Source: an optimization exercise on an open RTL-to-GDS flow (aim: small area and a short achievable clock period). Production flows keep margins and buffers that such runs may drop.
The RTL was checked by simulation tests, not by an equivalence proof against the original design.
Power and IR drop assume default switching activity.

==> flow/design.v, too long to show whole: its modules and the start of the top module <==
// module mul_fa: 10 lines
// module mul_ha: 9 lines
// module mul16_lane: 798 lines
// module arrmul: 22 lines
module arrmul (
  input  logic         clk,
  input  logic         reset,
  input  logic [0:127] reg_A,
  input  logic [0:127] reg_B,
  input  logic [0:1]   ctrl_ww,
  input  logic [0:4]   alu_op,
  output logic [0:127] result
);
  // ...
==> flow/flow/run.sh <==
#!/bin/bash
# Standard ORFS layout with extra make settings from flow/make_args.txt (one VAR=value per
# line): the port buffers' cell and timing-repair margins. make's full output goes to make.log.
set -euo pipefail
args=()
while IFS= read -r line; do
  [[ -z "$line" || "$line" == \#* ]] && continue
  args+=("$line")
done < flow/make_args.txt
bash standard.sh "${args[@]}" finish > make.log 2>&1
==> flow/flow/make_args.txt <==
BUFFER_PORTS_ARGS=-buffer_cell sky130_fd_sc_hd__buf_1
SETUP_SLACK_MARGIN=6
==> flow/standard.sh <==
#!/bin/bash
# synth_recipe.tcl (not shown) runs the flow's synth.tcl, then flattens the netlist and writes it again
# the make line also repeats each setting of config.mk as NAME=value (left out here)
make -C /OpenROAD-flow-scripts/flow DESIGN_CONFIG=/design/flow/config.mk WORK_HOME=/design/flow/orfs CLKGATE_MAP_FILE= SYNTH_SCRIPT=/design/flow/synth_recipe.tcl "${@:-finish}"
==> flow/config.mk <==
export PLATFORM = sky130hd
export DESIGN_NAME = arrmul
export DESIGN_NICKNAME = arrmul
export VERILOG_FILES = /design/flow/design.v
export SDC_FILE = /design/flow/constraint.sdc
export NUM_CORES = 4
export LEC_CHECK = 0
export CAP_MARGIN = 20
export CORE_MARGIN = 2
export CORE_UTILIZATION = 40
export SLEW_MARGIN = 20
export SYNTH_HIERARCHICAL = 1
==> flow/constraint.sdc <==
create_clock -name core_clock -period 15.0 [get_ports {clk}]
set_input_delay 3.0000 -clock core_clock [delete_from_list [all_inputs] [get_ports {clk}]]
set_output_delay 3.0000 -clock core_clock [all_outputs]
set_load 0.01 [all_outputs]
==> results.json, run 1 <==
{
  "clock-root-buffer": "clkbuf_16",
  "final_common_cell": "nor2_1",
  "pre_cts_ws_ns": 4.79,
  "powerClk_mw": 0.525,
  "p_comb_share_pct": 39.6,
  "netlist_instances": 3604,
  "largest_reg_flops": 128,
  "cp.required_ns": 15.38,
  "drv_slew": 0,
  "hp-class": "primary input to asynchronous set/reset pin",
  "yosysWarnings": 8,
  "outcome": "complete, no violations",
  "wire_per_inst_um": 22.0,
  "io_buffers": 392,
  "cp_num_cells": 19,
  "end_kind": "flip-flop",
  "synth_fa_ha_area_share_pct": 53.7,
  "slew_headroom_pct": 30.2,
  "fmax_ghz": 0.113,
  "route.met3.wl_um": 9050,
  "async_flop_share_pct": 100,
  "layout_common_cells": "nor2_1 (1074), fa_1 (804), buf_1 (388)",
  "synth-compound-area-share_pct": 6.83,
  "dominant-cell-class": "multi-input combinational cells",
  "grtUsageMet3_pct": 4.84
}
==> module mul16_lane, before the edit <==
module mul16_lane (
  input  logic [31:0] xa,
  input  logic [31:0] xb,
  input  logic [0:1]  ctrl_ww,
  input  logic [0:4]  alu_op,
  output logic [31:0] p
);
  logic mul, w8, w16, odd, sgn, valid, sv, s8, s16;
  logic sel_e, sel_o, sel_e16, sel_e8, sel_o16, sel_o8;
  assign mul = alu_op[0:2] == 3'b100;   
  assign w8 = ctrl_ww == 2'd0;
  assign w16 = ctrl_ww == 2'd1;
  assign sgn = alu_op[3];
  assign odd = alu_op[4];
  assign sel_e = ~odd;
  assign sel_o = odd;
  assign sel_e16 = ~odd & ctrl_ww[1];
  assign sel_e8 = ~odd & ~ctrl_ww[1];
  assign sel_o16 = odd & ctrl_ww[1];
  assign sel_o8 = odd & ~ctrl_ww[1];
  assign valid = mul & (w8 | w16);
  assign sv = mul & sgn & (w8 | w16);
  assign s8 = mul & sgn & w8;
  assign s16 = mul & sgn & w16;
  logic [15:0] a, b, ag, bg;
  logic [31:0] x, y, sum;
  assign a[15:8] = ({8{sel_e}} & xa[31:24]) | ({8{sel_o16}} & xa[15:8]) | ({8{sel_o8}} & xa[23:16]);
  assign a[7:0] = ({8{sel_o}} & xa[7:0]) | ({8{sel_e16}} & xa[23:16]) | ({8{sel_e8}} & xa[15:8]);
  assign b[15:8] = {8{valid}} & (({8{sel_e}} & xb[31:24]) | ({8{sel_o16}} & xb[15:8]) | ({8{sel_o8}} & xb[23:16]));
  assign b[7:0] = {8{valid}} & (({8{sel_o}} & xb[7:0]) | ({8{sel_e16}} & xb[23:16]) | ({8{sel_e8}} & xb[15:8]));
  assign ag = {8'h00, ({8{sel_o16}} & xa[7:0]) | ({8{sel_e16}} & xa[23:16])};
  assign bg = {8'h00, {8{valid}} & (({8{sel_o16}} & xb[7:0]) | ({8{sel_e16}} & xb[23:16]))};
  logic pp1, pp2, pp3, pp4, pp5, pp6, pp7, pp8, pp9, pp10, pp11, pp12, pp13, pp14, pp15, pp16;
  logic pp17, pp18, pp19, pp20, pp21, pp22, pp23, pp24, pp25, pp26, pp27, pp28, pp29, pp30, pp31, pp32;
  logic pp33, pp34, pp35, pp36, pp37, pp38, pp39, pp40, pp41, pp42, pp43, pp44, pp45, pp46, pp47, pp48;
  logic pp49, pp50, pp51, pp52, pp53, pp54, pp55, pp56, pp57, pp58, pp59, pp60, pp61, pp62, pp63, pp64;
  logic pp65, pp66, pp67, pp68, pp69, pp70, pp71, pp72, pp73, pp74, pp75, pp76, pp77, pp78, pp79, pp80;
  logic pp81, pp82, pp83, pp84, pp85, pp86, pp87, pp88, pp89, pp90, pp91, pp92, pp93, pp94, pp95, pp96;
  logic pp97, pp98, pp99, pp100, pp101, pp102, pp103, pp104, pp105, pp106, pp107, pp108, pp109, pp110, pp111, pp112;
  logic pp113, pp114, pp115, pp116, pp117, pp118, pp119, pp120, pp121, pp122, pp123, pp124, pp125, pp126, pp127, pp128;
  logic pp129, pp130, pp131, pp132, pp133, pp134, pp135, pp136, pp137, pp138, pp139, pp140, pp141, pp142, pp143, pp144;
  logic pp145, pp146, pp147, pp148, pp149, pp150, pp151, pp152, pp153, pp154, pp155, pp156, pp157, pp158, pp159, pp160;
  logic pp161, pp162, pp163, pp164, pp165, pp166, pp167, pp168, pp169, pp170, pp171, pp172, pp173, pp174, pp175, pp176;
  logic pp177, pp178, pp179, pp180, pp181, pp182, pp183, pp184, pp185, pp186, pp187, pp188, pp189, pp190, pp191, pp192;
  logic pp193, pp194, pp195, pp196, pp197, pp198, pp199, pp200, pp201, pp202, pp203, pp204, pp205, pp206, pp207, pp208;
  logic pp209, pp210, pp211, pp212, pp213, pp214, pp215, pp216, pp217, pp218, pp219, pp220, pp221, pp222, pp223, pp224;
  logic pp225, pp226, pp227, pp228, pp229, pp230, pp231, pp232, pp233, pp234, pp235, pp236, pp237, pp238, pp239, pp240;
  logic pp241, pp242, pp243, pp244, pp245, pp246, pp247, pp248, pp249, pp250, pp251, pp252, pp253, pp254, pp255, pp256;
  logic s257, c258, s259, c260, s261, c262, s263, c264, s265, c266, s267, c268, s269, c270, s271, c272;
  logic s273, c274, s275, c276, s277, c278, s279, c280, s281, c282, s283, c284, s285, c286, s287, c288;
  logic s289, c290, s291, c292, s293, c294, s295, c296, s297, c298, s299, c300, s301, c302, s303, c304;
  logic s305, c306, s307, c308, s309, c310, s311, c312, s313, c314, s315, c316, s317, c318, s319, c320;
  logic s321, c322, s323, c324, s325, c326, s327, c328, s329, c330, s331, c332, s333, c334, s335, c336;
  logic s337, c338, s339, c340, s341, c342, s343, c344, s345, c346, s347, c348, s349, c350, s351, c352;
  logic s353, c354, s355, c356, s357, c358, s359, c360, s361, c362, s363, c364, s365, c366, s367, c368;
  logic s369, c370, s371, c372, s373, c374, s375, c376, s377, c378, s379, c380, s381, c382, s383, c384;
  logic s385, c386, s387, c388, s389, c390, s391, c392, s393, c394, s395, c396, s397, c398, s399, c400;
  logic s401, c402, s403, c404, s405, c406, s407, c408, s409, c410, s411, c412, s413, c414, s415, c416;
  logic s417, c418, s419, c420, s421, c422, s423, c424, s425, c426, s427, c428, s429, c430, s431, c432;
  logic s433, c434, s435, c436, s437, c438, s439, c440, s441, c442, s443, c444, s445, c446, s447, c448;
  logic s449, c450, s451, c452, s453, c454, s455, c456, s457, c458, s459, c460, s461, c462, s463, c464;
  logic s465, c466, s467, c468, s469, c470, s471, c472, s473, c474, s475, c476, s477, c478, s479, c480;
  logic s481, c482, s483, c484, s485, c486, s487, c488, s489, c490, s491, c492, s493, c494, s495, c496;
  logic s497, c498, s499, c500, s501, c502, s503, c504, s505, c506, s507, c508, s509, c510, s511, c512;
  logic s513, c514, s515, c516, s517, c518, s519, c520, s521, c522, s523, c524, s525, c526, s527, c528;
  logic s529, c530, s531, c532, s533, c534, s535, c536, s537, c538, s539, c540, s541, c542, s543, c544;
  logic s545, c546, s547, c548, s549, c550, s551, c552, s553, c554, s555, c556, s557, c558, s559, c560;
  logic s561, c562, s563, c564, s565, c566, s567, c568, s569, c570, s571, c572, s573, c574, s575, c576;
  logic s577, c578, s579, c580, s581, c582, s583, c584, s585, c586, s587, c588, s589, c590, s591, c592;
  logic s593, c594, s595, c596, s597, c598, s599, c600, s601, c602, s603, c604, s605, c606, s607, c608;
  logic s609, c610, s611, c612, s613, c614, s615, c616, s617, c618, s619, c620, s621, c622, s623, c624;
  logic s625, c626, s627, c628, s629, c630, s631, c632, s633, c634, s635, c636, s637, c638, s639, c640;
  logic s641, c642, s643, c644, s645, c646, s647, c648, s649, c650, s651, c652, s653, c654, s655, c656;
  logic s657, c658, s659, c660, s661, c662, s663, c664, s665, c666, s667, c668, s669, c670, s671, c672;
  logic s673, c674, s675, c676, s677, c678, s679, c680, s681, c682, s683, c684, s685, c686, s687, c688;
  logic s689, c690, s691, c692;
  assign pp1 = (a[0] & b[0]);
  assign pp2 = (a[0] & b[1]);
  assign pp3 = (a[0] & b[2]);
  assign pp4 = (a[0] & b[3]);
  assign pp5 = (a[0] & b[4]);
  assign pp6 = (a[0] & b[5]);
  assign pp7 = (a[0] & b[6]);
  assign pp8 = ((a[0] & b[7]) ^ s8);
  assign pp9 = (ag[0] & b[8]);
  assign pp10 = (ag[0] & b[9]);
  assign pp11 = (ag[0] & b[10]);
  assign pp12 = (ag[0] & b[11]);
  assign pp13 = (ag[0] & b[12]);
  assign pp14 = (ag[0] & b[13]);
  assign pp15 = (ag[0] & b[14]);
  assign pp16 = ((ag[0] & b[15]) ^ s16);
  assign pp17 = (a[1] & b[0]);
  assign pp18 = (a[1] & b[1]);
  assign pp19 = (a[1] & b[2]);
  assign pp20 = (a[1] & b[3]);
  assign pp21 = (a[1] & b[4]);
  assign pp22 = (a[1] & b[5]);
  assign pp23 = (a[1] & b[6]);
  assign pp24 = ((a[1] & b[7]) ^ s8);
  assign pp25 = (ag[1] & b[8]);
  assign pp26 = (ag[1] & b[9]);
  assign pp27 = (ag[1] & b[10]);
  assign pp28 = (ag[1] & b[11]);
  assign pp29 = (ag[1] & b[12]);
  assign pp30 = (ag[1] & b[13]);
  assign pp31 = (ag[1] & b[14]);
  assign pp32 = ((ag[1] & b[15]) ^ s16);
  assign pp33 = (a[2] & b[0]);
  assign pp34 = (a[2] & b[1]);
  assign pp35 = (a[2] & b[2]);
  assign pp36 = (a[2] & b[3]);
  assign pp37 = (a[2] & b[4]);
  assign pp38 = (a[2] & b[5]);
  assign pp39 = (a[2] & b[6]);
  assign pp40 = ((a[2] & b[7]) ^ s8);
  assign pp41 = (ag[2] & b[8]);
  assign pp42 = (ag[2] & b[9]);
  assign pp43 = (ag[2] & b[10]);
  assign pp44 = (ag[2] & b[11]);
  assign pp45 = (ag[2] & b[12]);
  assign pp46 = (ag[2] & b[13]);
  assign pp47 = (ag[2] & b[14]);
  assign pp48 = ((ag[2] & b[15]) ^ s16);
  assign pp49 = (a[3] & b[0]);
  assign pp50 = (a[3] & b[1]);
  assign pp51 = (a[3] & b[2]);
  assign pp52 = (a[3] & b[3]);
  assign pp53 = (a[3] & b[4]);
  assign pp54 = (a[3] & b[5]);
  assign pp55 = (a[3] & b[6]);
  assign pp56 = ((a[3] & b[7]) ^ s8);
  assign pp57 = (ag[3] & b[8]);
  assign pp58 = (ag[3] & b[9]);
  assign pp59 = (ag[3] & b[10]);
  assign pp60 = (ag[3] & b[11]);
  assign pp61 = (ag[3] & b[12]);
  assign pp62 = (ag[3] & b[13]);
  assign pp63 = (ag[3] & b[14]);
  assign pp64 = ((ag[3] & b[15]) ^ s16);
  assign pp65 = (a[4] & b[0]);
  assign pp66 = (a[4] & b[1]);
  assign pp67 = (a[4] & b[2]);
  assign pp68 = (a[4] & b[3]);
  assign pp69 = (a[4] & b[4]);
  assign pp70 = (a[4] & b[5]);
  assign pp71 = (a[4] & b[6]);
  assign pp72 = ((a[4] & b[7]) ^ s8);
  assign pp73 = (ag[4] & b[8]);
  assign pp74 = (ag[4] & b[9]);
  assign pp75 = (ag[4] & b[10]);
  assign pp76 = (ag[4] & b[11]);
  assign pp77 = (ag[4] & b[12]);
  assign pp78 = (ag[4] & b[13]);
  assign pp79 = (ag[4] & b[14]);
  assign pp80 = ((ag[4] & b[15]) ^ s16);
  assign pp81 = (a[5] & b[0]);
  assign pp82 = (a[5] & b[1]);
  assign pp83 = (a[5] & b[2]);
  assign pp84 = (a[5] & b[3]);
  assign pp85 = (a[5] & b[4]);
  assign pp86 = (a[5] & b[5]);
  assign pp87 = (a[5] & b[6]);
  assign pp88 = ((a[5] & b[7]) ^ s8);
  assign pp89 = (ag[5] & b[8]);
  assign pp90 = (ag[5] & b[9]);
  assign pp91 = (ag[5] & b[10]);
  assign pp92 = (ag[5] & b[11]);
  assign pp93 = (ag[5] & b[12]);
  assign pp94 = (ag[5] & b[13]);
  assign pp95 = (ag[5] & b[14]);
  assign pp96 = ((ag[5] & b[15]) ^ s16);
  assign pp97 = (a[6] & b[0]);
  assign pp98 = (a[6] & b[1]);
  assign pp99 = (a[6] & b[2]);
  assign pp100 = (a[6] & b[3]);
  assign pp101 = (a[6] & b[4]);
  assign pp102 = (a[6] & b[5]);
  assign pp103 = (a[6] & b[6]);
  assign pp104 = ((a[6] & b[7]) ^ s8);
  assign pp105 = (ag[6] & b[8]);
  assign pp106 = (ag[6] & b[9]);
  assign pp107 = (ag[6] & b[10]);
  assign pp108 = (ag[6] & b[11]);
  assign pp109 = (ag[6] & b[12]);
  assign pp110 = (ag[6] & b[13]);
  assign pp111 = (ag[6] & b[14]);
  assign pp112 = ((ag[6] & b[15]) ^ s16);
  assign pp113 = ((a[7] & b[0]) ^ s8);
  assign pp114 = ((a[7] & b[1]) ^ s8);
  assign pp115 = ((a[7] & b[2]) ^ s8);
  assign pp116 = ((a[7] & b[3]) ^ s8);
  assign pp117 = ((a[7] & b[4]) ^ s8);
  assign pp118 = ((a[7] & b[5]) ^ s8);
  assign pp119 = ((a[7] & b[6]) ^ s8);
  assign pp120 = (a[7] & b[7]);
  assign pp121 = (ag[7] & b[8]);
  assign pp122 = (ag[7] & b[9]);
  assign pp123 = (ag[7] & b[10]);
  assign pp124 = (ag[7] & b[11]);
  assign pp125 = (ag[7] & b[12]);
  assign pp126 = (ag[7] & b[13]);
  assign pp127 = (ag[7] & b[14]);
  assign pp128 = ((ag[7] & b[15]) ^ s16);
  assign pp129 = (a[8] & bg[0]);
  assign pp130 = (a[8] & bg[1]);
  assign pp131 = (a[8] & bg[2]);
  assign pp132 = (a[8] & bg[3]);
  assign pp133 = (a[8] & bg[4]);
  assign pp134 = (a[8] & bg[5]);
  assign pp135 = (a[8] & bg[6]);
  assign pp136 = (a[8] & bg[7]);
  assign pp137 = (a[8] & b[8]);
  assign pp138 = (a[8] & b[9]);
  assign pp139 = (a[8] & b[10]);
  assign pp140 = (a[8] & b[11]);
  assign pp141 = (a[8] & b[12]);
  assign pp142 = (a[8] & b[13]);
  assign pp143 = (a[8] & b[14]);
  assign pp144 = ((a[8] & b[15]) ^ sv);
  assign pp145 = (a[9] & bg[0]);
  assign pp146 = (a[9] & bg[1]);
  assign pp147 = (a[9] & bg[2]);
  assign pp148 = (a[9] & bg[3]);
  assign pp149 = (a[9] & bg[4]);
  assign pp150 = (a[9] & bg[5]);
  assign pp151 = (a[9] & bg[6]);
  assign pp152 = (a[9] & bg[7]);
  assign pp153 = (a[9] & b[8]);
  assign pp154 = (a[9] & b[9]);
  assign pp155 = (a[9] & b[10]);
  assign pp156 = (a[9] & b[11]);
  assign pp157 = (a[9] & b[12]);
  assign pp158 = (a[9] & b[13]);
  assign pp159 = (a[9] & b[14]);
  assign pp160 = ((a[9] & b[15]) ^ sv);
  assign pp161 = (a[10] & bg[0]);
  assign pp162 = (a[10] & bg[1]);
  assign pp163 = (a[10] & bg[2]);
  assign pp164 = (a[10] & bg[3]);
  assign pp165 = (a[10] & bg[4]);
  assign pp166 = (a[10] & bg[5]);
  assign pp167 = (a[10] & bg[6]);
  assign pp168 = (a[10] & bg[7]);
  assign pp169 = (a[10] & b[8]);
  assign pp170 = (a[10] & b[9]);
  assign pp171 = (a[10] & b[10]);
  assign pp172 = (a[10] & b[11]);
  assign pp173 = (a[10] & b[12]);
  assign pp174 = (a[10] & b[13]);
  assign pp175 = (a[10] & b[14]);
  assign pp176 = ((a[10] & b[15]) ^ sv);
  assign pp177 = (a[11] & bg[0]);
  assign pp178 = (a[11] & bg[1]);
  assign pp179 = (a[11] & bg[2]);
  assign pp180 = (a[11] & bg[3]);
  assign pp181 = (a[11] & bg[4]);
  assign pp182 = (a[11] & bg[5]);
  assign pp183 = (a[11] & bg[6]);
  assign pp184 = (a[11] & bg[7]);
  assign pp185 = (a[11] & b[8]);
  assign pp186 = (a[11] & b[9]);
  assign pp187 = (a[11] & b[10]);
  assign pp188 = (a[11] & b[11]);
  assign pp189 = (a[11] & b[12]);
  assign pp190 = (a[11] & b[13]);
  assign pp191 = (a[11] & b[14]);
  assign pp192 = ((a[11] & b[15]) ^ sv);
  assign pp193 = (a[12] & bg[0]);
  assign pp194 = (a[12] & bg[1]);
  assign pp195 = (a[12] & bg[2]);
  assign pp196 = (a[12] & bg[3]);
  assign pp197 = (a[12] & bg[4]);
  assign pp198 = (a[12] & bg[5]);
  assign pp199 = (a[12] & bg[6]);
  assign pp200 = (a[12] & bg[7]);
  assign pp201 = (a[12] & b[8]);
  assign pp202 = (a[12] & b[9]);
  assign pp203 = (a[12] & b[10]);
  assign pp204 = (a[12] & b[11]);
  assign pp205 = (a[12] & b[12]);
  assign pp206 = (a[12] & b[13]);
  assign pp207 = (a[12] & b[14]);
  assign pp208 = ((a[12] & b[15]) ^ sv);
  assign pp209 = (a[13] & bg[0]);
  assign pp210 = (a[13] & bg[1]);
  assign pp211 = (a[13] & bg[2]);
  assign pp212 = (a[13] & bg[3]);
  assign pp213 = (a[13] & bg[4]);
  assign pp214 = (a[13] & bg[5]);
  assign pp215 = (a[13] & bg[6]);
  assign pp216 = (a[13] & bg[7]);
  assign pp217 = (a[13] & b[8]);
  assign pp218 = (a[13] & b[9]);
  assign pp219 = (a[13] & b[10]);
  assign pp220 = (a[13] & b[11]);
  assign pp221 = (a[13] & b[12]);
  assign pp222 = (a[13] & b[13]);
  assign pp223 = (a[13] & b[14]);
  assign pp224 = ((a[13] & b[15]) ^ sv);
  assign pp225 = (a[14] & bg[0]);
  assign pp226 = (a[14] & bg[1]);
  assign pp227 = (a[14] & bg[2]);
  assign pp228 = (a[14] & bg[3]);
  assign pp229 = (a[14] & bg[4]);
  assign pp230 = (a[14] & bg[5]);
  assign pp231 = (a[14] & bg[6]);
  assign pp232 = (a[14] & bg[7]);
  assign pp233 = (a[14] & b[8]);
  assign pp234 = (a[14] & b[9]);
  assign pp235 = (a[14] & b[10]);
  assign pp236 = (a[14] & b[11]);
  assign pp237 = (a[14] & b[12]);
  assign pp238 = (a[14] & b[13]);
  assign pp239 = (a[14] & b[14]);
  assign pp240 = ((a[14] & b[15]) ^ sv);
  assign pp241 = ((a[15] & bg[0]) ^ s16);
  assign pp242 = ((a[15] & bg[1]) ^ s16);
  assign pp243 = ((a[15] & bg[2]) ^ s16);
  assign pp244 = ((a[15] & bg[3]) ^ s16);
  assign pp245 = ((a[15] & bg[4]) ^ s16);
  assign pp246 = ((a[15] & bg[5]) ^ s16);
  assign pp247 = ((a[15] & bg[6]) ^ s16);
  assign pp248 = ((a[15] & bg[7]) ^ s16);
  assign pp249 = ((a[15] & b[8]) ^ sv);
  assign pp250 = ((a[15] & b[9]) ^ sv);
  assign pp251 = ((a[15] & b[10]) ^ sv);
  assign pp252 = ((a[15] & b[11]) ^ sv);
  assign pp253 = ((a[15] & b[12]) ^ sv);
  assign pp254 = ((a[15] & b[13]) ^ sv);
  assign pp255 = ((a[15] & b[14]) ^ sv);
  assign pp256 = (a[15] & b[15]);
  mul_ha u_s257 (.a(pp134), .b(pp14), .s(s257), .co(c258));
  mul_fa u_s259 (.a(pp105), .b(pp120), .c(pp135), .s(s259), .co(c260));
  mul_ha u_s261 (.a(pp15), .b(pp150), .s(s261), .co(c262));
  mul_fa u_s263 (.a(pp106), .b(pp121), .c(pp136), .s(s263), .co(c264));
  mul_fa u_s265 (.a(pp151), .b(pp166), .c(pp181), .s(s265), .co(c266));
  mul_ha u_s267 (.a(pp196), .b(pp211), .s(s267), .co(c268));
  mul_fa u_s269 (.a(pp107), .b(pp122), .c(pp137), .s(s269), .co(c270));
  mul_fa u_s271 (.a(pp152), .b(pp167), .c(pp182), .s(s271), .co(c272));
  mul_fa u_s273 (.a(pp197), .b(pp212), .c(pp227), .s(s273), .co(c274));
  mul_fa u_s275 (.a(pp108), .b(pp123), .c(pp138), .s(s275), .co(c276));
  mul_fa u_s277 (.a(pp153), .b(pp168), .c(pp183), .s(s277), .co(c278));
  mul_fa u_s279 (.a(pp109), .b(pp124), .c(pp139), .s(s279), .co(c280));
  mul_ha u_s281 (.a(pp129), .b(pp39), .s(s281), .co(c282));
  mul_fa u_s283 (.a(pp10), .b(pp100), .c(pp130), .s(s283), .co(c284));
  mul_fa u_s285 (.a(pp101), .b(pp11), .c(pp131), .s(s285), .co(c286));
  mul_ha u_s287 (.a(pp146), .b(pp161), .s(s287), .co(c288));
  mul_fa u_s289 (.a(pp102), .b(pp12), .c(pp132), .s(s289), .co(c290));
  mul_fa u_s291 (.a(pp147), .b(pp162), .c(pp177), .s(s291), .co(c292));
  mul_ha u_s293 (.a(pp27), .b(pp42), .s(s293), .co(c294));
  mul_fa u_s295 (.a(pp103), .b(pp13), .c(pp133), .s(s295), .co(c296));
  mul_fa u_s297 (.a(pp148), .b(pp163), .c(pp178), .s(s297), .co(c298));
  mul_fa u_s299 (.a(pp193), .b(pp28), .c(pp43), .s(s299), .co(c300));
  mul_ha u_s301 (.a(pp58), .b(pp73), .s(s301), .co(c302));
  mul_fa u_s303 (.a(pp149), .b(pp164), .c(pp179), .s(s303), .co(c304));
  mul_fa u_s305 (.a(pp194), .b(pp209), .c(pp29), .s(s305), .co(c306));
  mul_fa u_s307 (.a(pp44), .b(pp59), .c(pp74), .s(s307), .co(c308));
  mul_fa u_s309 (.a(pp89), .b(pp104), .c(pp119), .s(s309), .co(c310));
  mul_fa u_s311 (.a(pp165), .b(pp180), .c(pp195), .s(s311), .co(c312));
  mul_fa u_s313 (.a(pp210), .b(pp225), .c(pp30), .s(s313), .co(c314));
  mul_fa u_s315 (.a(pp45), .b(pp60), .c(pp75), .s(s315), .co(c316));
  mul_fa u_s317 (.a(pp90), .b(c258), .c(s261), .s(s317), .co(c318));
  mul_fa u_s319 (.a(pp226), .b(pp31), .c(pp46), .s(s319), .co(c320));
  mul_fa u_s321 (.a(pp61), .b(pp76), .c(pp91), .s(s321), .co(c322));
  mul_fa u_s323 (.a(pp16), .b(pp241), .c(c262), .s(s323), .co(c324));
  mul_fa u_s325 (.a(s267), .b(c260), .c(s263), .s(s325), .co(c326));
  mul_fa u_s327 (.a(pp47), .b(pp62), .c(pp77), .s(s327), .co(c328));
  mul_fa u_s329 (.a(pp92), .b(s16), .c(pp242), .s(s329), .co(c330));
  mul_fa u_s331 (.a(pp32), .b(c268), .c(c264), .s(s331), .co(c332));
  mul_fa u_s333 (.a(c266), .b(s269), .c(s271), .s(s333), .co(c334));
  mul_fa u_s335 (.a(pp198), .b(pp213), .c(pp228), .s(s335), .co(c336));
  mul_fa u_s337 (.a(pp63), .b(pp78), .c(pp93), .s(s337), .co(c338));
  mul_fa u_s339 (.a(pp243), .b(pp48), .c(c270), .s(s339), .co(c340));
  mul_fa u_s341 (.a(c272), .b(c274), .c(s275), .s(s341), .co(c342));
  mul_fa u_s343 (.a(pp154), .b(pp169), .c(pp184), .s(s343), .co(c344));
  mul_fa u_s345 (.a(pp199), .b(pp214), .c(pp229), .s(s345), .co(c346));
  mul_fa u_s347 (.a(pp79), .b(pp94), .c(pp244), .s(s347), .co(c348));
  mul_fa u_s349 (.a(pp64), .b(c276), .c(c278), .s(s349), .co(c350));
  mul_fa u_s351 (.a(pp110), .b(pp125), .c(pp140), .s(s351), .co(c352));
  mul_fa u_s353 (.a(pp155), .b(pp170), .c(pp185), .s(s353), .co(c354));
  mul_fa u_s355 (.a(pp200), .b(pp215), .c(pp230), .s(s355), .co(c356));
  mul_fa u_s357 (.a(pp95), .b(pp245), .c(pp80), .s(s357), .co(c358));
  mul_fa u_s359 (.a(pp111), .b(pp126), .c(pp141), .s(s359), .co(c360));
  mul_fa u_s361 (.a(pp156), .b(pp171), .c(pp186), .s(s361), .co(c362));
  mul_fa u_s363 (.a(pp201), .b(pp216), .c(pp231), .s(s363), .co(c364));
  mul_fa u_s365 (.a(pp127), .b(pp142), .c(pp157), .s(s365), .co(c366));
  mul_fa u_s367 (.a(pp172), .b(pp187), .c(pp202), .s(s367), .co(c368));
  mul_fa u_s369 (.a(pp143), .b(pp158), .c(pp173), .s(s369), .co(c370));
  mul_ha u_s371 (.a(pp22), .b(pp37), .s(s371), .co(c372));
  mul_fa u_s373 (.a(pp23), .b(pp38), .c(pp53), .s(s373), .co(c374));
  mul_ha u_s375 (.a(pp68), .b(pp83), .s(s375), .co(c376));
  mul_fa u_s377 (.a(pp54), .b(pp69), .c(pp84), .s(s377), .co(c378));
  mul_fa u_s379 (.a(pp9), .b(pp99), .c(s8), .s(s379), .co(c380));
  mul_ha u_s381 (.a(pp114), .b(pp24), .s(s381), .co(c382));
  mul_fa u_s383 (.a(pp145), .b(pp25), .c(pp55), .s(s383), .co(c384));
  mul_fa u_s385 (.a(pp70), .b(pp85), .c(pp115), .s(s385), .co(c386));
  mul_fa u_s387 (.a(pp40), .b(c282), .c(s283), .s(s387), .co(c388));
  mul_fa u_s389 (.a(pp26), .b(pp41), .c(pp71), .s(s389), .co(c390));
  mul_fa u_s391 (.a(pp86), .b(pp116), .c(pp56), .s(s391), .co(c392));
  mul_fa u_s393 (.a(s287), .b(c284), .c(s285), .s(s393), .co(c394));
  mul_fa u_s395 (.a(pp57), .b(pp87), .c(pp117), .s(s395), .co(c396));
  mul_fa u_s397 (.a(pp72), .b(c288), .c(s293), .s(s397), .co(c398));
  mul_fa u_s399 (.a(c286), .b(s289), .c(s291), .s(s399), .co(c400));
  mul_fa u_s401 (.a(pp118), .b(pp88), .c(c294), .s(s401), .co(c402));
  mul_fa u_s403 (.a(s301), .b(c290), .c(c292), .s(s403), .co(c404));
  mul_fa u_s405 (.a(s295), .b(s297), .c(s299), .s(s405), .co(c406));
  mul_fa u_s407 (.a(c302), .b(s257), .c(c296), .s(s407), .co(c408));
  mul_fa u_s409 (.a(c298), .b(c300), .c(s303), .s(s409), .co(c410));
  mul_fa u_s411 (.a(s305), .b(s307), .c(s309), .s(s411), .co(c412));
  mul_fa u_s413 (.a(c304), .b(c306), .c(c308), .s(s413), .co(c414));
  mul_fa u_s415 (.a(s259), .b(s311), .c(s313), .s(s415), .co(c416));
  mul_fa u_s417 (.a(s315), .b(c310), .c(s317), .s(s417), .co(c418));
  mul_fa u_s419 (.a(c312), .b(c314), .c(c316), .s(s419), .co(c420));
  mul_fa u_s421 (.a(s265), .b(s319), .c(s321), .s(s421), .co(c422));
  mul_fa u_s423 (.a(c318), .b(s323), .c(s325), .s(s423), .co(c424));
  mul_fa u_s425 (.a(c320), .b(c322), .c(s273), .s(s425), .co(c426));
  mul_fa u_s427 (.a(s327), .b(c324), .c(s329), .s(s427), .co(c428));
  mul_fa u_s429 (.a(c326), .b(s331), .c(s333), .s(s429), .co(c430));
  mul_fa u_s431 (.a(c328), .b(s277), .c(s335), .s(s431), .co(c432));
  mul_fa u_s433 (.a(s337), .b(c330), .c(c332), .s(s433), .co(c434));
  mul_fa u_s435 (.a(c334), .b(s339), .c(s341), .s(s435), .co(c436));
  mul_fa u_s437 (.a(c336), .b(c338), .c(s279), .s(s437), .co(c438));
  mul_fa u_s439 (.a(s343), .b(s345), .c(s347), .s(s439), .co(c440));
  mul_fa u_s441 (.a(c340), .b(c342), .c(s349), .s(s441), .co(c442));
  mul_fa u_s443 (.a(c280), .b(c344), .c(c346), .s(s443), .co(c444));
  mul_fa u_s445 (.a(s351), .b(s353), .c(s355), .s(s445), .co(c446));
  mul_fa u_s447 (.a(c348), .b(s357), .c(c350), .s(s447), .co(c448));
  mul_fa u_s449 (.a(pp246), .b(pp96), .c(c352), .s(s449), .co(c450));
  mul_fa u_s451 (.a(c354), .b(c356), .c(s359), .s(s451), .co(c452));
  mul_fa u_s453 (.a(s361), .b(s363), .c(c358), .s(s453), .co(c454));
  mul_fa u_s455 (.a(pp217), .b(pp232), .c(pp112), .s(s455), .co(c456));
  mul_fa u_s457 (.a(pp247), .b(c360), .c(c362), .s(s457), .co(c458));
  mul_fa u_s459 (.a(c364), .b(s365), .c(s367), .s(s459), .co(c460));
  mul_fa u_s461 (.a(pp188), .b(pp203), .c(pp218), .s(s461), .co(c462));
  mul_fa u_s463 (.a(pp233), .b(pp128), .c(pp248), .s(s463), .co(c464));
  mul_fa u_s465 (.a(c366), .b(c368), .c(s369), .s(s465), .co(c466));
  mul_fa u_s467 (.a(pp159), .b(pp174), .c(pp189), .s(s467), .co(c468));
  mul_fa u_s469 (.a(pp204), .b(pp219), .c(pp234), .s(s469), .co(c470));
  mul_fa u_s471 (.a(pp144), .b(pp249), .c(c370), .s(s471), .co(c472));
  mul_fa u_s473 (.a(pp175), .b(pp190), .c(pp205), .s(s473), .co(c474));
  mul_fa u_s475 (.a(pp220), .b(pp235), .c(s8), .s(s475), .co(c476));
  mul_ha u_s477 (.a(pp160), .b(pp250), .s(s477), .co(c478));
  mul_fa u_s479 (.a(pp191), .b(pp206), .c(pp221), .s(s479), .co(c480));
  mul_ha u_s481 (.a(pp236), .b(pp176), .s(s481), .co(c482));
  mul_ha u_s483 (.a(pp207), .b(pp222), .s(s483), .co(c484));
  mul_ha u_s485 (.a(pp20), .b(pp35), .s(s485), .co(c486));
  mul_fa u_s487 (.a(pp21), .b(pp36), .c(pp51), .s(s487), .co(c488));
  mul_ha u_s489 (.a(pp6), .b(pp66), .s(s489), .co(c490));
  mul_fa u_s491 (.a(pp52), .b(pp67), .c(pp7), .s(s491), .co(c492));
  mul_fa u_s493 (.a(pp82), .b(pp97), .c(s371), .s(s493), .co(c494));
  mul_fa u_s495 (.a(pp98), .b(pp113), .c(pp8), .s(s495), .co(c496));
  mul_fa u_s497 (.a(c372), .b(s375), .c(s373), .s(s497), .co(c498));
  mul_fa u_s499 (.a(c376), .b(s281), .c(c374), .s(s499), .co(c500));
  mul_fa u_s501 (.a(s381), .b(s377), .c(s379), .s(s501), .co(c502));
  mul_fa u_s503 (.a(c382), .b(c378), .c(s383), .s(s503), .co(c504));
  mul_fa u_s505 (.a(c380), .b(s385), .c(s387), .s(s505), .co(c506));
  mul_fa u_s507 (.a(c384), .b(s389), .c(c386), .s(s507), .co(c508));
  mul_fa u_s509 (.a(s391), .b(c388), .c(s393), .s(s509), .co(c510));
  mul_fa u_s511 (.a(c390), .b(c392), .c(s395), .s(s511), .co(c512));
  mul_fa u_s513 (.a(s397), .b(c394), .c(s399), .s(s513), .co(c514));
  mul_fa u_s515 (.a(c396), .b(c398), .c(s401), .s(s515), .co(c516));
  mul_fa u_s517 (.a(c400), .b(s403), .c(s405), .s(s517), .co(c518));
  mul_fa u_s519 (.a(c402), .b(c404), .c(c406), .s(s519), .co(c520));
  mul_fa u_s521 (.a(s407), .b(s409), .c(s411), .s(s521), .co(c522));
  mul_fa u_s523 (.a(c408), .b(c410), .c(s413), .s(s523), .co(c524));
  mul_fa u_s525 (.a(s415), .b(c412), .c(s417), .s(s525), .co(c526));
  mul_fa u_s527 (.a(c414), .b(c416), .c(s419), .s(s527), .co(c528));
  mul_fa u_s529 (.a(s421), .b(c418), .c(s423), .s(s529), .co(c530));
  mul_fa u_s531 (.a(c420), .b(c422), .c(s425), .s(s531), .co(c532));
  mul_fa u_s533 (.a(s427), .b(c424), .c(s429), .s(s533), .co(c534));
  mul_fa u_s535 (.a(c426), .b(s431), .c(c428), .s(s535), .co(c536));
  mul_fa u_s537 (.a(s433), .b(c430), .c(s435), .s(s537), .co(c538));
  mul_fa u_s539 (.a(c432), .b(s437), .c(s439), .s(s539), .co(c540));
  mul_fa u_s541 (.a(c434), .b(c436), .c(s441), .s(s541), .co(c542));
  mul_fa u_s543 (.a(c438), .b(s443), .c(s445), .s(s543), .co(c544));
  mul_fa u_s545 (.a(c440), .b(c442), .c(s447), .s(s545), .co(c546));
  mul_fa u_s547 (.a(c444), .b(c446), .c(s449), .s(s547), .co(c548));
  mul_fa u_s549 (.a(s451), .b(s453), .c(c448), .s(s549), .co(c550));
  mul_fa u_s551 (.a(s455), .b(c450), .c(c452), .s(s551), .co(c552));
  mul_fa u_s553 (.a(s457), .b(c454), .c(s459), .s(s553), .co(c554));
  mul_fa u_s555 (.a(s461), .b(c456), .c(s463), .s(s555), .co(c556));
  mul_fa u_s557 (.a(c458), .b(c460), .c(s465), .s(s557), .co(c558));
  mul_fa u_s559 (.a(c462), .b(s467), .c(s469), .s(s559), .co(c560));
  mul_fa u_s561 (.a(c464), .b(c466), .c(s471), .s(s561), .co(c562));
  mul_fa u_s563 (.a(c468), .b(c470), .c(s477), .s(s563), .co(c564));
  mul_fa u_s565 (.a(s473), .b(s475), .c(c472), .s(s565), .co(c566));
  mul_fa u_s567 (.a(pp251), .b(c478), .c(c474), .s(s567), .co(c568));
  mul_fa u_s569 (.a(s481), .b(s479), .c(c476), .s(s569), .co(c570));
  mul_fa u_s571 (.a(pp237), .b(pp192), .c(pp252), .s(s571), .co(c572));
  mul_fa u_s573 (.a(s483), .b(c482), .c(c480), .s(s573), .co(c574));
  mul_fa u_s575 (.a(pp223), .b(pp238), .c(pp208), .s(s575), .co(c576));
  mul_ha u_s577 (.a(pp253), .b(c484), .s(s577), .co(c578));
  mul_ha u_s579 (.a(pp239), .b(pp224), .s(s579), .co(c580));
  mul_ha u_s581 (.a(pp19), .b(pp34), .s(s581), .co(c582));
  mul_fa u_s583 (.a(pp5), .b(pp50), .c(pp65), .s(s583), .co(c584));
  mul_fa u_s585 (.a(pp81), .b(c486), .c(s489), .s(s585), .co(c586));
  mul_fa u_s587 (.a(c490), .b(c488), .c(s491), .s(s587), .co(c588));
  mul_fa u_s589 (.a(c492), .b(s495), .c(c494), .s(s589), .co(c590));
  mul_fa u_s591 (.a(c496), .b(c498), .c(s499), .s(s591), .co(c592));
  mul_fa u_s593 (.a(c500), .b(s503), .c(c502), .s(s593), .co(c594));
  mul_fa u_s595 (.a(c504), .b(s507), .c(c506), .s(s595), .co(c596));
  mul_fa u_s597 (.a(c508), .b(s511), .c(c510), .s(s597), .co(c598));
  mul_fa u_s599 (.a(c512), .b(s515), .c(c514), .s(s599), .co(c600));
  mul_fa u_s601 (.a(c516), .b(c518), .c(s519), .s(s601), .co(c602));
  mul_fa u_s603 (.a(c520), .b(s523), .c(c522), .s(s603), .co(c604));
  mul_fa u_s605 (.a(c524), .b(s527), .c(c526), .s(s605), .co(c606));
  mul_fa u_s607 (.a(c528), .b(s531), .c(c530), .s(s607), .co(c608));
  mul_fa u_s609 (.a(c532), .b(s535), .c(c534), .s(s609), .co(c610));
  mul_fa u_s611 (.a(c536), .b(s539), .c(c538), .s(s611), .co(c612));
  mul_fa u_s613 (.a(s543), .b(c540), .c(c542), .s(s613), .co(c614));
  mul_fa u_s615 (.a(c544), .b(s547), .c(s549), .s(s615), .co(c616));
  mul_fa u_s617 (.a(c548), .b(s551), .c(s553), .s(s617), .co(c618));
  mul_fa u_s619 (.a(s555), .b(c552), .c(c554), .s(s619), .co(c620));
  mul_fa u_s621 (.a(s559), .b(c556), .c(c558), .s(s621), .co(c622));
  mul_fa u_s623 (.a(c560), .b(s563), .c(c562), .s(s623), .co(c624));
  mul_fa u_s625 (.a(c564), .b(s567), .c(s569), .s(s625), .co(c626));
  mul_fa u_s627 (.a(s571), .b(c568), .c(s573), .s(s627), .co(c628));
  mul_fa u_s629 (.a(s577), .b(c572), .c(s575), .s(s629), .co(c630));
  mul_fa u_s631 (.a(pp254), .b(s579), .c(c578), .s(s631), .co(c632));
  mul_ha u_s633 (.a(pp240), .b(pp255), .s(s633), .co(c634));
  mul_ha u_s635 (.a(pp18), .b(pp3), .s(s635), .co(c636));
  mul_fa u_s637 (.a(pp4), .b(pp49), .c(s581), .s(s637), .co(c638));
  mul_fa u_s639 (.a(c582), .b(s485), .c(s583), .s(s639), .co(c640));
  mul_fa u_s641 (.a(c584), .b(s487), .c(s585), .s(s641), .co(c642));
  mul_fa u_s643 (.a(c586), .b(s493), .c(s587), .s(s643), .co(c644));
  mul_fa u_s645 (.a(c588), .b(s497), .c(s589), .s(s645), .co(c646));
  mul_fa u_s647 (.a(s501), .b(c590), .c(s591), .s(s647), .co(c648));
  mul_fa u_s649 (.a(c592), .b(s505), .c(s593), .s(s649), .co(c650));
  mul_fa u_s651 (.a(c594), .b(s509), .c(s595), .s(s651), .co(c652));
  mul_fa u_s653 (.a(s513), .b(c596), .c(s597), .s(s653), .co(c654));
  mul_fa u_s655 (.a(s517), .b(c598), .c(s599), .s(s655), .co(c656));
  mul_fa u_s657 (.a(s521), .b(c600), .c(s601), .s(s657), .co(c658));
  mul_fa u_s659 (.a(s525), .b(c602), .c(s603), .s(s659), .co(c660));
  mul_fa u_s661 (.a(c604), .b(s529), .c(s605), .s(s661), .co(c662));
  mul_fa u_s663 (.a(s533), .b(c606), .c(s607), .s(s663), .co(c664));
  mul_fa u_s665 (.a(s537), .b(c608), .c(s609), .s(s665), .co(c666));
  mul_fa u_s667 (.a(s541), .b(c610), .c(s611), .s(s667), .co(c668));
  mul_fa u_s669 (.a(s545), .b(c612), .c(s613), .s(s669), .co(c670));
  mul_fa u_s671 (.a(c546), .b(c614), .c(s615), .s(s671), .co(c672));
  mul_fa u_s673 (.a(c550), .b(s617), .c(c616), .s(s673), .co(c674));
  mul_fa u_s675 (.a(s557), .b(c618), .c(s619), .s(s675), .co(c676));
  mul_fa u_s677 (.a(s561), .b(c620), .c(s621), .s(s677), .co(c678));
  mul_fa u_s679 (.a(s565), .b(c622), .c(s623), .s(s679), .co(c680));
  mul_fa u_s681 (.a(c566), .b(s625), .c(c624), .s(s681), .co(c682));
  mul_fa u_s683 (.a(c570), .b(s627), .c(c626), .s(s683), .co(c684));
  mul_fa u_s685 (.a(c574), .b(s629), .c(c628), .s(s685), .co(c686));
  mul_fa u_s687 (.a(c576), .b(s631), .c(c630), .s(s687), .co(c688));
  mul_fa u_s689 (.a(c580), .b(s633), .c(c632), .s(s689), .co(c690));
  mul_ha u_s691 (.a(pp256), .b(c634), .s(s691), .co(c692));
  assign x = {c692, c690, c688, c686, c684, c682, c680, c678, c676, c674, c672, c670, c668, c666, c664, c662, c660, c658, c656, c654, c652, c650, c648, c646, c644, c642, c640, c638, c636, s635, pp17, pp1};
  assign y = {1'b0, s691, s689, s687, s685, s683, s681, s679, s677, s675, s673, s671, s669, s667, s665, s663, s661, s659, s657, s655, s653, s651, s649, s647, s645, s643, s641, s639, s637, pp33, pp2, 1'b0};
  logic [31:0] g0, p0;
  assign g0 = x & y;
  assign p0 = x ^ y;
  logic gs1_1, ps1_1;
  assign gs1_1 = g0[1] | (p0[1] & g0[0]);
  assign ps1_1 = p0[1] & p0[0];
  logic gs1_3, ps1_3;
  assign gs1_3 = g0[3] | (p0[3] & g0[2]);
  assign ps1_3 = p0[3] & p0[2];
  logic gs1_5, ps1_5;
  assign gs1_5 = g0[5] | (p0[5] & g0[4]);
  assign ps1_5 = p0[5] & p0[4];
  logic gs1_7, ps1_7;
  assign gs1_7 = g0[7] | (p0[7] & g0[6]);
  assign ps1_7 = p0[7] & p0[6];
  logic gs1_9, ps1_9;
  assign gs1_9 = g0[9] | (p0[9] & g0[8]);
  assign ps1_9 = p0[9] & p0[8];
  logic gs1_11, ps1_11;
  assign gs1_11 = g0[11] | (p0[11] & g0[10]);
  assign ps1_11 = p0[11] & p0[10];
  logic gs1_13, ps1_13;
  assign gs1_13 = g0[13] | (p0[13] & g0[12]);
  assign ps1_13 = p0[13] & p0[12];
  logic gs1_15, ps1_15;
  assign gs1_15 = g0[15] | (p0[15] & g0[14]);
  assign ps1_15 = p0[15] & p0[14];
  logic gs1_17, ps1_17;
  assign gs1_17 = g0[17] | (p0[17] & g0[16]);
  assign ps1_17 = p0[17] & p0[16];
  logic gs1_19, ps1_19;
  assign gs1_19 = g0[19] | (p0[19] & g0[18]);
  assign ps1_19 = p0[19] & p0[18];
  logic gs1_21, ps1_21;
  assign gs1_21 = g0[21] | (p0[21] & g0[20]);
  assign ps1_21 = p0[21] & p0[20];
  logic gs1_23, ps1_23;
  assign gs1_23 = g0[23] | (p0[23] & g0[22]);
  assign ps1_23 = p0[23] & p0[22];
  logic gs1_25, ps1_25;
  assign gs1_25 = g0[25] | (p0[25] & g0[24]);
  assign ps1_25 = p0[25] & p0[24];
  logic gs1_27, ps1_27;
  assign gs1_27 = g0[27] | (p0[27] & g0[26]);
  assign ps1_27 = p0[27] & p0[26];
  logic gs1_29, ps1_29;
  assign gs1_29 = g0[29] | (p0[29] & g0[28]);
  assign ps1_29 = p0[29] & p0[28];
  logic gs1_31, ps1_31;
  assign gs1_31 = g0[31] | (p0[31] & g0[30]);
  assign ps1_31 = p0[31] & p0[30];
  logic gs2_2, ps2_2;
  assign gs2_2 = g0[2] | (p0[2] & gs1_1);
  assign ps2_2 = p0[2] & ps1_1;
  logic gs2_3, ps2_3;
  assign gs2_3 = gs1_3 | (ps1_3 & gs1_1);
  assign ps2_3 = ps1_3 & ps1_1;
  logic gs2_6, ps2_6;
  assign gs2_6 = g0[6] | (p0[6] & gs1_5);
  assign ps2_6 = p0[6] & ps1_5;
  logic gs2_7, ps2_7;
  assign gs2_7 = gs1_7 | (ps1_7 & gs1_5);
  assign ps2_7 = ps1_7 & ps1_5;
  logic gs2_10, ps2_10;
  assign gs2_10 = g0[10] | (p0[10] & gs1_9);
  assign ps2_10 = p0[10] & ps1_9;
  logic gs2_11, ps2_11;
  assign gs2_11 = gs1_11 | (ps1_11 & gs1_9);
  assign ps2_11 = ps1_11 & ps1_9;
  logic gs2_14, ps2_14;
  assign gs2_14 = g0[14] | (p0[14] & gs1_13);
  assign ps2_14 = p0[14] & ps1_13;
  logic gs2_15, ps2_15;
  assign gs2_15 = gs1_15 | (ps1_15 & gs1_13);
  assign ps2_15 = ps1_15 & ps1_13;
  logic gs2_18, ps2_18;
  assign gs2_18 = g0[18] | (p0[18] & gs1_17);
  assign ps2_18 = p0[18] & ps1_17;
  logic gs2_19, ps2_19;
  assign gs2_19 = gs1_19 | (ps1_19 & gs1_17);
  assign ps2_19 = ps1_19 & ps1_17;
  logic gs2_22, ps2_22;
  assign gs2_22 = g0[22] | (p0[22] & gs1_21);
  assign ps2_22 = p0[22] & ps1_21;
  logic gs2_23, ps2_23;
  assign gs2_23 = gs1_23 | (ps1_23 & gs1_21);
  assign ps2_23 = ps1_23 & ps1_21;
  logic gs2_26, ps2_26;
  assign gs2_26 = g0[26] | (p0[26] & gs1_25);
  assign ps2_26 = p0[26] & ps1_25;
  logic gs2_27, ps2_27;
  assign gs2_27 = gs1_27 | (ps1_27 & gs1_25);
  assign ps2_27 = ps1_27 & ps1_25;
  logic gs2_30, ps2_30;
  assign gs2_30 = g0[30] | (p0[30] & gs1_29);
  assign ps2_30 = p0[30] & ps1_29;
  logic gs2_31, ps2_31;
  assign gs2_31 = gs1_31 | (ps1_31 & gs1_29);
  assign ps2_31 = ps1_31 & ps1_29;
  logic gs4_4, ps4_4;
  assign gs4_4 = g0[4] | (p0[4] & gs2_3);
  assign ps4_4 = p0[4] & ps2_3;
  logic gs4_5, ps4_5;
  assign gs4_5 = gs1_5 | (ps1_5 & gs2_3);
  assign ps4_5 = ps1_5 & ps2_3;
  logic gs4_6, ps4_6;
  assign gs4_6 = gs2_6 | (ps2_6 & gs2_3);
  assign ps4_6 = ps2_6 & ps2_3;
  logic gs4_7, ps4_7;
  assign gs4_7 = gs2_7 | (ps2_7 & gs2_3);
  assign ps4_7 = ps2_7 & ps2_3;
  logic gs4_12, ps4_12;
  assign gs4_12 = g0[12] | (p0[12] & gs2_11);
  assign ps4_12 = p0[12] & ps2_11;
  logic gs4_13, ps4_13;
  assign gs4_13 = gs1_13 | (ps1_13 & gs2_11);
  assign ps4_13 = ps1_13 & ps2_11;
  logic gs4_14, ps4_14;
  assign gs4_14 = gs2_14 | (ps2_14 & gs2_11);
  assign ps4_14 = ps2_14 & ps2_11;
  logic gs4_15, ps4_15;
  assign gs4_15 = gs2_15 | (ps2_15 & gs2_11);
  assign ps4_15 = ps2_15 & ps2_11;
  logic gs4_20, ps4_20;
  assign gs4_20 = g0[20] | (p0[20] & gs2_19);
  assign ps4_20 = p0[20] & ps2_19;
  logic gs4_21, ps4_21;
  assign gs4_21 = gs1_21 | (ps1_21 & gs2_19);
  assign ps4_21 = ps1_21 & ps2_19;
  logic gs4_22, ps4_22;
  assign gs4_22 = gs2_22 | (ps2_22 & gs2_19);
  assign ps4_22 = ps2_22 & ps2_19;
  logic gs4_23, ps4_23;
  assign gs4_23 = gs2_23 | (ps2_23 & gs2_19);
  assign ps4_23 = ps2_23 & ps2_19;
  logic gs4_28, ps4_28;
  assign gs4_28 = g0[28] | (p0[28] & gs2_27);
  assign ps4_28 = p0[28] & ps2_27;
  logic gs4_29, ps4_29;
  assign gs4_29 = gs1_29 | (ps1_29 & gs2_27);
  assign ps4_29 = ps1_29 & ps2_27;
  logic gs4_30, ps4_30;
  assign gs4_30 = gs2_30 | (ps2_30 & gs2_27);
  assign ps4_30 = ps2_30 & ps2_27;
  logic gs4_31, ps4_31;
  assign gs4_31 = gs2_31 | (ps2_31 & gs2_27);
  assign ps4_31 = ps2_31 & ps2_27;
  logic gs8_8, ps8_8;
  assign gs8_8 = g0[8] | (p0[8] & gs4_7);
  assign ps8_8 = p0[8] & ps4_7;
  logic gs8_9, ps8_9;
  assign gs8_9 = gs1_9 | (ps1_9 & gs4_7);
  assign ps8_9 = ps1_9 & ps4_7;
  logic gs8_10, ps8_10;
  assign gs8_10 = gs2_10 | (ps2_10 & gs4_7);
  assign ps8_10 = ps2_10 & ps4_7;
  logic gs8_11, ps8_11;
  assign gs8_11 = gs2_11 | (ps2_11 & gs4_7);
  assign ps8_11 = ps2_11 & ps4_7;
  logic gs8_12, ps8_12;
  assign gs8_12 = gs4_12 | (ps4_12 & gs4_7);
  assign ps8_12 = ps4_12 & ps4_7;
  logic gs8_13, ps8_13;
  assign gs8_13 = gs4_13 | (ps4_13 & gs4_7);
  assign ps8_13 = ps4_13 & ps4_7;
  logic gs8_14, ps8_14;
  assign gs8_14 = gs4_14 | (ps4_14 & gs4_7);
  assign ps8_14 = ps4_14 & ps4_7;
  logic gs8_15, ps8_15;
  assign gs8_15 = gs4_15 | (ps4_15 & gs4_7);
  assign ps8_15 = ps4_15 & ps4_7;
  logic gs8_24, ps8_24;
  assign gs8_24 = g0[24] | (p0[24] & gs4_23);
  assign ps8_24 = p0[24] & ps4_23;
  logic gs8_25, ps8_25;
  assign gs8_25 = gs1_25 | (ps1_25 & gs4_23);
  assign ps8_25 = ps1_25 & ps4_23;
  logic gs8_26, ps8_26;
  assign gs8_26 = gs2_26 | (ps2_26 & gs4_23);
  assign ps8_26 = ps2_26 & ps4_23;
  logic gs8_27, ps8_27;
  assign gs8_27 = gs2_27 | (ps2_27 & gs4_23);
  assign ps8_27 = ps2_27 & ps4_23;
  logic gs8_28, ps8_28;
  assign gs8_28 = gs4_28 | (ps4_28 & gs4_23);
  assign ps8_28 = ps4_28 & ps4_23;
  logic gs8_29, ps8_29;
  assign gs8_29 = gs4_29 | (ps4_29 & gs4_23);
  assign ps8_29 = ps4_29 & ps4_23;
  logic gs8_30, ps8_30;
  assign gs8_30 = gs4_30 | (ps4_30 & gs4_23);
  assign ps8_30 = ps4_30 & ps4_23;
  logic gs8_31, ps8_31;
  assign gs8_31 = gs4_31 | (ps4_31 & gs4_23);
  assign ps8_31 = ps4_31 & ps4_23;
  logic gs16_16, ps16_16;
  assign gs16_16 = g0[16] | (p0[16] & gs8_15);
  assign ps16_16 = p0[16] & ps8_15;
  logic gs16_17, ps16_17;
  assign gs16_17 = gs1_17 | (ps1_17 & gs8_15);
  assign ps16_17 = ps1_17 & ps8_15;
  logic gs16_18, ps16_18;
  assign gs16_18 = gs2_18 | (ps2_18 & gs8_15);
  assign ps16_18 = ps2_18 & ps8_15;
  logic gs16_19, ps16_19;
  assign gs16_19 = gs2_19 | (ps2_19 & gs8_15);
  assign ps16_19 = ps2_19 & ps8_15;
  logic gs16_20, ps16_20;
  assign gs16_20 = gs4_20 | (ps4_20 & gs8_15);
  assign ps16_20 = ps4_20 & ps8_15;
  logic gs16_21, ps16_21;
  assign gs16_21 = gs4_21 | (ps4_21 & gs8_15);
  assign ps16_21 = ps4_21 & ps8_15;
  logic gs16_22, ps16_22;
  assign gs16_22 = gs4_22 | (ps4_22 & gs8_15);
  assign ps16_22 = ps4_22 & ps8_15;
  logic gs16_23, ps16_23;
  assign gs16_23 = gs4_23 | (ps4_23 & gs8_15);
  assign ps16_23 = ps4_23 & ps8_15;
  logic gs16_24, ps16_24;
  assign gs16_24 = gs8_24 | (ps8_24 & gs8_15);
  assign ps16_24 = ps8_24 & ps8_15;
  logic gs16_25, ps16_25;
  assign gs16_25 = gs8_25 | (ps8_25 & gs8_15);
  assign ps16_25 = ps8_25 & ps8_15;
  logic gs16_26, ps16_26;
  assign gs16_26 = gs8_26 | (ps8_26 & gs8_15);
  assign ps16_26 = ps8_26 & ps8_15;
  logic gs16_27, ps16_27;
  assign gs16_27 = gs8_27 | (ps8_27 & gs8_15);
  assign ps16_27 = ps8_27 & ps8_15;
  logic gs16_28, ps16_28;
  assign gs16_28 = gs8_28 | (ps8_28 & gs8_15);
  assign ps16_28 = ps8_28 & ps8_15;
  logic gs16_29, ps16_29;
  assign gs16_29 = gs8_29 | (ps8_29 & gs8_15);
  assign ps16_29 = ps8_29 & ps8_15;
  logic gs16_30, ps16_30;
  assign gs16_30 = gs8_30 | (ps8_30 & gs8_15);
  assign ps16_30 = ps8_30 & ps8_15;
  logic gs16_31, ps16_31;
  assign gs16_31 = gs8_31 | (ps8_31 & gs8_15);
  assign ps16_31 = ps8_31 & ps8_15;
  assign sum = {p0[31] ^ gs16_30, p0[30] ^ gs16_29, p0[29] ^ gs16_28, p0[28] ^ gs16_27, p0[27] ^ gs16_26, p0[26] ^ gs16_25, p0[25] ^ gs16_24, p0[24] ^ gs16_23, p0[23] ^ gs16_22, p0[22] ^ gs16_21, p0[21] ^ gs16_20, p0[20] ^ gs16_19, p0[19] ^ gs16_18, p0[18] ^ gs16_17, p0[17] ^ gs16_16, p0[16] ^ gs8_15, p0[15] ^ gs8_14, p0[14] ^ gs8_13, p0[13] ^ gs8_12, p0[12] ^ gs8_11, p0[11] ^ gs8_10, p0[10] ^ gs8_9, p0[9] ^ gs8_8, p0[8] ^ gs4_7, p0[7] ^ gs4_6, p0[6] ^ gs4_5, p0[5] ^ gs4_4, p0[4] ^ gs2_3, p0[3] ^ gs2_2, p0[2] ^ gs1_1, p0[1] ^ g0[0], p0[0]};
  assign p = {sum[31] ^ sv, sum[30:16], sum[15] ^ s8, sum[14:0]};
endmodule
==> module arrmul, before the edit <==
module arrmul (
  input  logic         clk,
  input  logic         reset,
  input  logic [0:127] reg_A,
  input  logic [0:127] reg_B,
  input  logic [0:1]   ctrl_ww,
  input  logic [0:4]   alu_op,
  output logic [0:127] result
);
  logic [31:0] prod [4];
  logic [0:127] nxt;
  for (genvar k = 0; k < 4; k++) begin : g_lane
    mul16_lane u_mul (
      .xa(reg_A[32*k +: 32]), .xb(reg_B[32*k +: 32]), .ctrl_ww(ctrl_ww), .alu_op(alu_op), .p(prod[k])
    );
  end
  assign nxt = {prod[0], prod[1], prod[2], prod[3]};
  always_ff @(posedge clk or negedge reset) begin
    if (!reset) result <= '0;
    else result <= nxt;
  end
endmodule
==> run 2, diff against run 1 <==
--- a/flow/design.v
+++ b/flow/design.v
@@ -33,23 +33,19 @@
   input  logic [31:0] xb,
-  input  logic [0:1]  ctrl_ww,
-  input  logic [0:4]  alu_op,
+  input  logic        sel_e,     
+  input  logic        sel_o,     
+  input  logic        sel_e16,   
+  input  logic        sel_e8,    
+  input  logic        sel_o16,   
+  input  logic        sel_o8,    
+  input  logic        selb_e,    
+  input  logic        selb_o,
+  input  logic        selb_e16,
+  input  logic        selb_e8,
+  input  logic        selb_o16,
+  input  logic        selb_o8,
+  input  logic        sv,        
+  input  logic        s8,        
+  input  logic        s16,       
   output logic [31:0] p
 );
-  logic mul, w8, w16, odd, sgn, valid, sv, s8, s16;
-  logic sel_e, sel_o, sel_e16, sel_e8, sel_o16, sel_o8;
-  assign mul = alu_op[0:2] == 3'b100;   
-  assign w8 = ctrl_ww == 2'd0;
-  assign w16 = ctrl_ww == 2'd1;
-  assign sgn = alu_op[3];
-  assign odd = alu_op[4];
-  assign sel_e = ~odd;
-  assign sel_o = odd;
-  assign sel_e16 = ~odd & ctrl_ww[1];
-  assign sel_e8 = ~odd & ~ctrl_ww[1];
-  assign sel_o16 = odd & ctrl_ww[1];
-  assign sel_o8 = odd & ~ctrl_ww[1];
-  assign valid = mul & (w8 | w16);
-  assign sv = mul & sgn & (w8 | w16);
-  assign s8 = mul & sgn & w8;
-  assign s16 = mul & sgn & w16;
   logic [15:0] a, b, ag, bg;
@@ -58,6 +54,6 @@
   assign a[7:0] = ({8{sel_o}} & xa[7:0]) | ({8{sel_e16}} & xa[23:16]) | ({8{sel_e8}} & xa[15:8]);
-  assign b[15:8] = {8{valid}} & (({8{sel_e}} & xb[31:24]) | ({8{sel_o16}} & xb[15:8]) | ({8{sel_o8}} & xb[23:16]));
-  assign b[7:0] = {8{valid}} & (({8{sel_o}} & xb[7:0]) | ({8{sel_e16}} & xb[23:16]) | ({8{sel_e8}} & xb[15:8]));
+  assign b[15:8] = ({8{selb_e}} & xb[31:24]) | ({8{selb_o16}} & xb[15:8]) | ({8{selb_o8}} & xb[23:16]);
+  assign b[7:0] = ({8{selb_o}} & xb[7:0]) | ({8{selb_e16}} & xb[23:16]) | ({8{selb_e8}} & xb[15:8]);
   assign ag = {8'h00, ({8{sel_o16}} & xa[7:0]) | ({8{sel_e16}} & xa[23:16])};
-  assign bg = {8'h00, {8{valid}} & (({8{sel_o16}} & xb[7:0]) | ({8{sel_e16}} & xb[23:16]))};
+  assign bg = {8'h00, ({8{selb_o16}} & xb[7:0]) | ({8{selb_e16}} & xb[23:16])};
   logic pp1, pp2, pp3, pp4, pp5, pp6, pp7, pp8, pp9, pp10, pp11, pp12, pp13, pp14, pp15, pp16;
@@ -837,7 +833,34 @@
 );
+  logic        mul, w8, w16, sgn, odd, valid;
+  logic        sel_e, sel_o, sel_e16, sel_e8, sel_o16, sel_o8, sv, s8, s16;
+  logic        selb_e, selb_o, selb_e16, selb_e8, selb_o16, selb_o8;
   logic [31:0] prod [4];
   logic [0:127] nxt;
+  assign mul = alu_op[0:2] == 3'b100;   
+  assign w8 = ctrl_ww == arrmul_pkg::w8;
+  assign w16 = ctrl_ww == arrmul_pkg::w16;
+  assign sgn = alu_op[3];
+  assign odd = alu_op[4];
+  assign sel_e = ~odd;
+  assign sel_o = odd;
+  assign sel_e16 = ~odd & ctrl_ww[1];
+  assign sel_e8 = ~odd & ~ctrl_ww[1];
+  assign sel_o16 = odd & ctrl_ww[1];
+  assign sel_o8 = odd & ~ctrl_ww[1];
+  assign valid = mul & (w8 | w16);
+  assign selb_e = valid & ~odd;
+  assign selb_o = valid & odd;
+  assign selb_e16 = mul & ~odd & w16;
+  assign selb_e8 = mul & ~odd & w8;
+  assign selb_o16 = mul & odd & w16;
+  assign selb_o8 = mul & odd & w8;
+  assign sv = mul & sgn & (w8 | w16);
+  assign s8 = mul & sgn & w8;
+  assign s16 = mul & sgn & w16;
   for (genvar k = 0; k < 4; k++) begin : g_lane
     mul16_lane u_mul (
-      .xa(reg_A[32*k +: 32]), .xb(reg_B[32*k +: 32]), .ctrl_ww(ctrl_ww), .alu_op(alu_op), .p(prod[k])
+      .xa(reg_A[32*k +: 32]), .xb(reg_B[32*k +: 32]),
+      .sel_e(sel_e), .sel_o(sel_o), .sel_e16(sel_e16), .sel_e8(sel_e8), .sel_o16(sel_o16), .sel_o8(sel_o8),
+      .selb_e(selb_e), .selb_o(selb_o), .selb_e16(selb_e16), .selb_e8(selb_e8), .selb_o16(selb_o16),
+      .selb_o8(selb_o8), .sv(sv), .s8(s8), .s16(s16), .p(prod[k])
     );
==> run 2 against run 1 <==
Clock power is 6.7% lower. Hold slack better by 0.0098 ns. Global-route usage is 4.5 points higher. Wire length is 15% higher. First-iteration DRC count is 85% higher. Critical endpoint unchanged. Core utilization is 4.9 points higher. Critical path depth is 5 higher. Worst setup slack worse by 0.21 ns. Fmax is 2.3% lower. Cell count is 3.5% lower. Still clean. Non-clock buffer count is 285 higher. Sequential share of layout area is 0.41 points lower.
==> results.json, run 2 <==
{
  "synth_seq_cells": 128,
  "max-vdd-ir-drop_mv": 0.0898,
  "synthDominantCellAreaShare_pct": 48.6,
  "die_area_um2": 85100,
  "worstSetupStartpointType": "primary input",
  "yosysMostFrequentCell": "nor2_1",
  "syn_nets": 4509,
  "worstSetupPathType": "primary input to flip-flop",
  "hpwlAfterDp_um": 88500,
  "ys.flop_type": "dfrtp_1",
  "syn_avg_cell_area_um2": 10.2,
  "grt_usage_pct": 30.2,
  "antenna_found_initial": 7,
  "layout_common_cells": "nor2_1 (992), fa_1 (738), buf_1 (388)",
  "min_period_over_period_pct": 60.4,
  "rsz0062_at_grt": "true",
  "netlist_instances": 3236,
  "syn_area_um2": 33100,
  "io_buffers": 392,
  "wire_per_inst_um": 26.2,
  "pre_cts_ws_ns": 3.75,
  "die_x_um": 292,
  "via_count": 29200,
  "routed_via_density": 5.93,
  "htree_levels": 4,
  "cp.required_ns": 15.39,
  "path_clk_slew_ns": 0.07,
  "p_comb_share_pct": 42.8,
  "end_kind": "flip-flop",
  "power_density_nw_per_um2": 37.7,
  "largest_reg_flops": 128,
  "seq_power_share_pct": 25.4,
  "slew_headroom_pct": 23.8,
  "clock-root-buffer": "clkbuf_16",
  "final_nets": 5104,
  "cp_max_fo": 9,
  "num_rows": 105,
  "final_common_cell": "nor2_1",
  "swShare_pct": 43.7,
  "top_regs": "result: 128 flops",
  "synth_cell_types": 45,
  "yosysWarnings": 8,
  "routed_wl_um": 129000,
  "fmax_ghz": 0.110,
  "hp-class": "primary input to asynchronous set/reset pin",
  "drv_slew": 0,
  "outcome": "complete, no violations",
  "synth_edf_count": 0,
  "async_flop_share_pct": 100
}
## run 2: cell count changes after synthesis, sizes merged, moves of 87 or more
cell	before	now
mux2i	156	0
xor2	40	228
inv	128	41
a222oi	0	128
xnor2	188	44
nand2	216	40
## run 2: repair_timing
| action | 4_1_cts | 5_1_grt |
|---|---|---|
| cloned | 13 | 8 |
| resized for setup | 170 | 170 |
| setup endpoints to repair | 83 | 37 |
| hold buffers | 0 | 0 |
| pin swaps | 69 | 116 |
| setup buffers | 144 | 54 |
## run 2: power by group through the flow
stage / combinational [mW] / sequential (mW) / clock [mW]
after detailed placement: 0.567 / 0.398 / 0
after CTS: 0.622 / 0.392 / 0.502
after global placement: 0.565 / 0.399 / 0
final: 0.660 / 0.392 / 0.490
after floorplan: 0.308 / 0.412 / 0
after global routing: 0.706 / 0.396 / 0.512
## run 2: kinds of logic (layout without fill, tap and decap cells)
family,count (synthesis),after routing,synth area share (%)
xor+xnor,272,272,7.19
other cells,0,4,0
flops,128,128,9.67
buf+inv,225,826,2.60
fa+ha+maj,1008,1008,56.3
simple gates,1187,1194,14.1
compound gates,416,416,10.1
## run 2: worst paths after layout
path / startpoint / endpoint / slack (ns) / depth (start not counted)
worst max-delay path: alu_op[2] / result[1] / 5.94 / 24
worst min-delay path: reset / result[50] / 2.52 / 1
max in group asynchronous: reset / result[87] / 10.73 / 3
min in group core_clock: reg_A[55] / result[63] / 2.99 / 4
## run 2: worst max-delay path: cells and delay by family
kind / cells / cell delay, ns
compound gates: 6 / 1.37
simple gates: 4 / 1.01
fa+ha+maj: 7 / 3.00
buf+inv: 7 / 1.02
## run 2: metrics by stage
step | std cells | utilization, % | cell area, um^2 | hold WS, ns | total power [mW]
6_report | 4918 | 49.9 | 40900 | 2.52 | 1.54
5_1_grt | 4914 | 49.9 | 40900 | 2.55 | 1.61
4_1_cts | 4851 | 48.4 | 39600 | 2.51 | 1.52
3_5_place_dp | 4662 | 44.8 | 36800 | 3.08 | 0.965
3_3_place_gp | 4659 | 44.8 | 36700 | 3.07 | 0.963
2_1_floorplan | 3236 | - | 33600 | 2.70 | 0.720
## run 2: area by class of cell
type	instances	area (um^2)	area share, %
timing repair buffer	753	4900	12.0
antenna	4	10.0	0.0245
tap	1070	1340	3.27
inverter	41	166	0.407
sequential	128	3200	7.83
multi-input combinational	2890	30700	75.0
clock buffer	17	425	1.04
clock inverter	15	171	0.419
## run 2: per-layer routing
metal / wire (um) / vias up / part of all wire (%) / global-route usage [%]
met2: 57800 / 1918 / 45 / 46.8
met4: 5530 / 4 / 4.3 / 11.8
met5: 27 / - / 0.021 / 0
met3: 15800 / 333 / 12 / 9.38
li1: - / 12000 / - / -
met1: 49600 / 14900 / 39 / 39.5
## run 2: Yosys stat by module, one instance, submodules excluded
module	cells inside	cell area [um^2]	times used
mul_ha	1	12.5	84
mul16_lane	555	3250	4
arrmul	144	3300	1
mul_fa	1	20.0	788

static timing again, ports no longer ideal:
Ports are ideal in the flow. The routed layouts listed here were re-timed in OpenROAD. Step 1 assumes that a clkbuf_16 drives the clock port and a buf_2 every other input. Step 2 also shifts input and output timing later by t, the mid clock arrival at the registers, as if the neighbouring blocks saw the same clock. Three values: ideal, step 1, step 2; two values: the first two.
run	t (ns)	slack for setup (ns)
run 1	0.558	6.151 / 6.037 / 5.479
run 2	0.580	5.941 / 5.971 / 5.391
After both steps every run listed still meets setup and hold.
